This design comes from an exercise in tuning for small area and a short achievable clock period on the open sky130 flow, not from production work. At most, simulation tests tie the RTL to the original design; equivalence was not proved. Power figures rest on the tool's default switching activity, not on a simulated workload.

==> v37 <==
==> flow/design.v (excerpt) <==
module mult_top (
    input  logic               clk,
    input  logic               reset,
    input  logic               in_valid,
    input  mult_pkg::operand_t a,
    input  mult_pkg::operand_t b,
    output logic               out_valid,
    output mult_pkg::product_u product
);
==> flow/config.mk <==
export PLATFORM = sky130hd
export DESIGN_NAME = mult_top
export DESIGN_NICKNAME = mult_top
export VERILOG_FILES = /design/flow/design.v
export SDC_FILE = /design/flow/constraint.sdc
export NUM_CORES = 4
export LEC_CHECK = 0
export CAP_MARGIN = 20
export CORE_MARGIN = 2
export CORE_UTILIZATION = 40
export CTS_BUF_LIST = sky130_fd_sc_hd__clkbuf_4 sky130_fd_sc_hd__clkbuf_8
export PLACE_DENSITY = 0.6
export SETUP_SLACK_MARGIN = 5
export SLEW_MARGIN = 20
export SYNTH_HIERARCHICAL = 1
==> flow/constraint.sdc <==
create_clock -name core_clock -period 8.0 [get_ports {clk}]
set_input_delay 1.6000 -clock core_clock [delete_from_list [all_inputs] [get_ports {clk}]]
set_output_delay 1.6000 -clock core_clock [all_outputs]
set_load 0.01 [all_outputs]
standard.sh (not shown) runs the stock make flow with config.mk's settings and CLKGATE_MAP_FILE= SYNTH_SCRIPT=/design/flow/synth_recipe.tcl, a recipe that flattens the netlist after the stock synthesis.
==> flow/flow/run.sh <==
#!/bin/bash
# Own layout flow: the standard layout (standard.sh, with its unchanged
# synthesis) plus a few extra ORFS make settings from flow/extra.txt, one
# VAR=value per line. Each step's full output goes to a log in this folder.
set -euo pipefail
EXTRA=()
while IFS= read -r l; do
  [[ -n "$l" && "$l" != \#* ]] && EXTRA+=("$l")
done < flow/extra.txt
# standard.sh passes its knobs on make's command line; ours go after them
sed 's#"${@:-finish}"#"${EXTRA[@]}" "${@:-finish}"#' standard.sh > own_standard.sh
( set -- synth; source ./own_standard.sh ) > synth.log 2>&1
( set -- finish; source ./own_standard.sh ) > layout.log 2>&1
test -f out/final.def
==> flow/flow/extra.txt <==
# port buffers: a plain buffer instead of the delay buffer buffer_ports picks
BUFFER_PORTS_ARGS=-buffer_cell sky130_fd_sc_hd__buf_2
==> v22 (differences from v37) <==
--- a/flow/design.v
+++ b/flow/design.v
@@ -751,20 +751,24 @@
     logic m1_24_1;
     logic m1_24_2;
     logic m1_25_0;
     logic m1_25_1;
     logic m1_25_2;
     logic m1_26_0;
+    logic m1_26_1;
+    logic m1_26_2;
     logic m1_27_0;
+    logic m1_27_1;
+    logic m1_27_2;
     logic m1_28_0;
     logic m1_29_0;
     logic m1_30_0;
     logic m1_31_0;
     logic [8:0] lo_w, lo_q;
     logic [9:0] lo_t;
-    logic [6:0] hb_t;
+    logic [4:0] hb_t;
     logic [24:0] hi_w;
     always_ff @(posedge clk) begin
         a_r <= a;
         b_r <= b;
     end
     always_ff @(posedge clk) begin
@@ -1234,36 +1238,36 @@
     mult_fa u_s369 (.x(c314), .y(s221), .z(s315), .s(s369), .c(c370));
     mult_fa u_s371 (.x(c316), .y(s223), .z(s317), .s(s371), .c(c372));
     mult_fa u_s373 (.x(c318), .y(s229), .z(s319), .s(s373), .c(c374));
     mult_fa u_s375 (.x(c320), .y(s233), .z(s321), .s(s375), .c(c376));
     assign lo_t = {1'b0, c374, c372, c370, c368, c366, pp_2_0, pp_0_1, pp_0_0, 1'b1} + {1'b0, s375, s373, s371, s369, s367, s365, pp_1_0, 1'b1, 1'b1};
     assign lo_w = lo_t[9:1];
-    mult_fa u_s377 (.x(c306), .y(s359), .z(c358), .s(s377), .c(c378));
-    mult_fa u_s379 (.x(c310), .y(s361), .z(c360), .s(s379), .c(c380));
-    mult_fa u_s381 (.x(c312), .y(s363), .z(c362), .s(s381), .c(c382));
-    mult_fa u_s383 (.x(pp_14_15), .y(pp_15_14), .z(c364), .s(s383), .c(c384));
-    assign hb_t = {1'b1, pp_15_15, s383, s381, s379, s377, 1'b1} + {1'b1, c384, c382, c380, c378, 1'b1, 1'b1};
-    mult_fa u_s385 (.x(m1_8_0), .y(m1_8_1), .z(m1_8_2), .s(s385), .c(c386));
-    mult_fa u_s387 (.x(m1_9_0), .y(m1_9_1), .z(m1_9_2), .s(s387), .c(c388));
-    mult_fa u_s389 (.x(m1_10_0), .y(m1_10_1), .z(m1_10_2), .s(s389), .c(c390));
-    mult_fa u_s391 (.x(m1_11_0), .y(m1_11_1), .z(m1_11_2), .s(s391), .c(c392));
-    mult_fa u_s393 (.x(m1_12_0), .y(m1_12_1), .z(m1_12_2), .s(s393), .c(c394));
-    mult_fa u_s395 (.x(m1_13_0), .y(m1_13_1), .z(m1_13_2), .s(s395), .c(c396));
-    mult_fa u_s397 (.x(m1_14_0), .y(m1_14_1), .z(m1_14_2), .s(s397), .c(c398));
-    mult_fa u_s399 (.x(m1_15_0), .y(m1_15_1), .z(m1_15_2), .s(s399), .c(c400));
-    mult_fa u_s401 (.x(m1_16_0), .y(m1_16_1), .z(m1_16_2), .s(s401), .c(c402));
-    mult_fa u_s403 (.x(m1_17_0), .y(m1_17_1), .z(m1_17_2), .s(s403), .c(c404));
-    mult_fa u_s405 (.x(m1_18_0), .y(m1_18_1), .z(m1_18_2), .s(s405), .c(c406));
-    mult_fa u_s407 (.x(m1_19_0), .y(m1_19_1), .z(m1_19_2), .s(s407), .c(c408));
-    mult_fa u_s409 (.x(m1_20_0), .y(m1_20_1), .z(m1_20_2), .s(s409), .c(c410));
-    mult_fa u_s411 (.x(m1_21_0), .y(m1_21_1), .z(m1_21_2), .s(s411), .c(c412));
-    mult_fa u_s413 (.x(m1_22_0), .y(m1_22_1), .z(m1_22_2), .s(s413), .c(c414));
-    mult_fa u_s415 (.x(m1_23_0), .y(m1_23_1), .z(m1_23_2), .s(s415), .c(c416));
-    mult_fa u_s417 (.x(m1_24_0), .y(m1_24_1), .z(m1_24_2), .s(s417), .c(c418));
-    mult_fa u_s419 (.x(m1_25_0), .y(m1_25_1), .z(m1_25_2), .s(s419), .c(c420));
-    assign hi_w = {m1_31_0, m1_30_0, m1_29_0, m1_28_0, m1_27_0, m1_26_0, c418, c416, c414, c412, c410, c408, c406, c404, c402, c400, c398, c396, c394, c392, c390, c388, c386, m1_8_3, lo_q[8]} + {1'b1, 1'b1, 1'b1, 1'b1, 1'b1, c420, s419, s417, s415, s413, s411, s409, s407, s405, s403, s401, s399, s397, s395, s393, s391, s389, s387, s385, lo_q[8]};
+    mult_fa u_s377 (.x(c312), .y(s363), .z(c362), .s(s377), .c(c378));
+    mult_fa u_s379 (.x(pp_14_15), .y(pp_15_14), .z(c364), .s(s379), .c(c380));
+    assign hb_t = {1'b1, pp_15_15, s379, s377, 1'b1} + {1'b1, c380, c378, 1'b1, 1'b1};
+    mult_fa u_s381 (.x(m1_8_0), .y(m1_8_1), .z(m1_8_2), .s(s381), .c(c382));
+    mult_fa u_s383 (.x(m1_9_0), .y(m1_9_1), .z(m1_9_2), .s(s383), .c(c384));
+    mult_fa u_s385 (.x(m1_10_0), .y(m1_10_1), .z(m1_10_2), .s(s385), .c(c386));
+    mult_fa u_s387 (.x(m1_11_0), .y(m1_11_1), .z(m1_11_2), .s(s387), .c(c388));
+    mult_fa u_s389 (.x(m1_12_0), .y(m1_12_1), .z(m1_12_2), .s(s389), .c(c390));
+    mult_fa u_s391 (.x(m1_13_0), .y(m1_13_1), .z(m1_13_2), .s(s391), .c(c392));
+    mult_fa u_s393 (.x(m1_14_0), .y(m1_14_1), .z(m1_14_2), .s(s393), .c(c394));
+    mult_fa u_s395 (.x(m1_15_0), .y(m1_15_1), .z(m1_15_2), .s(s395), .c(c396));
+    mult_fa u_s397 (.x(m1_16_0), .y(m1_16_1), .z(m1_16_2), .s(s397), .c(c398));
+    mult_fa u_s399 (.x(m1_17_0), .y(m1_17_1), .z(m1_17_2), .s(s399), .c(c400));
+    mult_fa u_s401 (.x(m1_18_0), .y(m1_18_1), .z(m1_18_2), .s(s401), .c(c402));
+    mult_fa u_s403 (.x(m1_19_0), .y(m1_19_1), .z(m1_19_2), .s(s403), .c(c404));
+    mult_fa u_s405 (.x(m1_20_0), .y(m1_20_1), .z(m1_20_2), .s(s405), .c(c406));
+    mult_fa u_s407 (.x(m1_21_0), .y(m1_21_1), .z(m1_21_2), .s(s407), .c(c408));
+    mult_fa u_s409 (.x(m1_22_0), .y(m1_22_1), .z(m1_22_2), .s(s409), .c(c410));
+    mult_fa u_s411 (.x(m1_23_0), .y(m1_23_1), .z(m1_23_2), .s(s411), .c(c412));
+    mult_fa u_s413 (.x(m1_24_0), .y(m1_24_1), .z(m1_24_2), .s(s413), .c(c414));
+    mult_fa u_s415 (.x(m1_25_0), .y(m1_25_1), .z(m1_25_2), .s(s415), .c(c416));
+    mult_fa u_s417 (.x(m1_26_0), .y(m1_26_1), .z(m1_26_2), .s(s417), .c(c418));
+    mult_fa u_s419 (.x(m1_27_0), .y(m1_27_1), .z(m1_27_2), .s(s419), .c(c420));
+    assign hi_w = {m1_31_0, m1_30_0, m1_29_0, m1_28_0, c418, c416, c414, c412, c410, c408, c406, c404, c402, c400, c398, c396, c394, c392, c390, c388, c386, c384, c382, m1_8_3, lo_q[8]} + {1'b1, 1'b1, 1'b1, c420, s419, s417, s415, s413, s411, s409, s407, s405, s403, s401, s399, s397, s395, s393, s391, s389, s387, s385, s383, s381, lo_q[8]};
     assign sum_w[7:0] = ~lo_q[7:0];
     assign sum_w[31:8] = ~hi_w[24:1];
     always_ff @(posedge clk) begin
         lo_q <= lo_w;
         m1_8_0 <= c322;
         m1_8_1 <= s237;
@@ -1317,18 +1321,22 @@
         m1_24_0 <= c298;
         m1_24_1 <= s355;
         m1_24_2 <= c354;
         m1_25_0 <= c302;
         m1_25_1 <= s357;
         m1_25_2 <= c356;
-        m1_26_0 <= hb_t[1];
-        m1_27_0 <= hb_t[2];
-        m1_28_0 <= hb_t[3];
-        m1_29_0 <= hb_t[4];
-        m1_30_0 <= hb_t[5];
-        m1_31_0 <= hb_t[6];
+        m1_26_0 <= c306;
+        m1_26_1 <= s359;
+        m1_26_2 <= c358;
+        m1_27_0 <= c310;
+        m1_27_1 <= s361;
+        m1_27_2 <= c360;
+        m1_28_0 <= hb_t[1];
+        m1_29_0 <= hb_t[2];
+        m1_30_0 <= hb_t[3];
+        m1_31_0 <= hb_t[4];
     end
     always_ff @(posedge clk) begin
         if (reset)         product <= '0;
         else if (v[2]) product <= sum_w;
     end
 endmodule
ABC_AREA = 1   (was default)
==> run notes <==
| quantity | v22 | v37 |
|---|---|---|
| Final #Nets | 1,599 | 1,311 |
| Multi-input gate area in the final layout | 7240 µm² | 7260 µm² |
| Initial cell density of the core | 40.7% | 40.6% |
| Sequential share of cell area | 24.0% | 24.2% |
| Worst hold path endpoint | v[2] | product[5] |
| Number of nets in the synthesized netlist | 1,554 | 1,243 |
| Final Critical Period | 2.95 ns | 3.13 ns |
| Run status | finished clean | finished clean |
| Share of total power in sequential cells | 21.6% | 23.0% |
| Synthesized-area fraction occupied by xor and xnor cells | 1.04% | 2.84% |
| Post-route worst hold slack | 0.408 ns | 0.406 ns |
| Clk sinks | 141 | 137 |
| Worst setup skew after layout | 0.0172 ns | 0.0210 ns |
| Min-Delay Path Depth | 2 | 1 |
Only the layout flow was run in v37; the RTL was not checked for function there.

[separate check: timing with driven ports]
Ports are ideal in the flow. The routed layouts listed here were re-timed in OpenROAD. Step 1 (the two cells are an assumption about what drives the block):
set clk [get_ports {clk}]
set_driving_cell -lib_cell sky130_fd_sc_hd__clkbuf_16 $clk
set_driving_cell -lib_cell sky130_fd_sc_hd__buf_2 [delete_from_list [all_inputs] $clk]
Step 2 times the ports against the registers' clock, not the clock port: input delays grow and output delays shrink by t, the midpoint of the rising clock arrivals with the driver on. Three values: no drivers, after step 1, after step 2; two values: the first two.
run | t (ns) | setup slack, ns | hold WS [ns] | worst setup path at the end | pins driven straight from the clock port
v37 | 0.502 | 4.867 / 4.867 / 4.664 | 0.406 / 0.406 / 0.406 | input to register | 1
v22 | 0.495 | 5.054 / 5.054 / 5.054 | 0.408 / 0.408 / 0.408 | register to register | 1
After both steps setup and hold are still met in every run listed. The setup slack of v37, which loses most, moves by 0.000 ns with the drivers and by -0.203 ns with both steps.
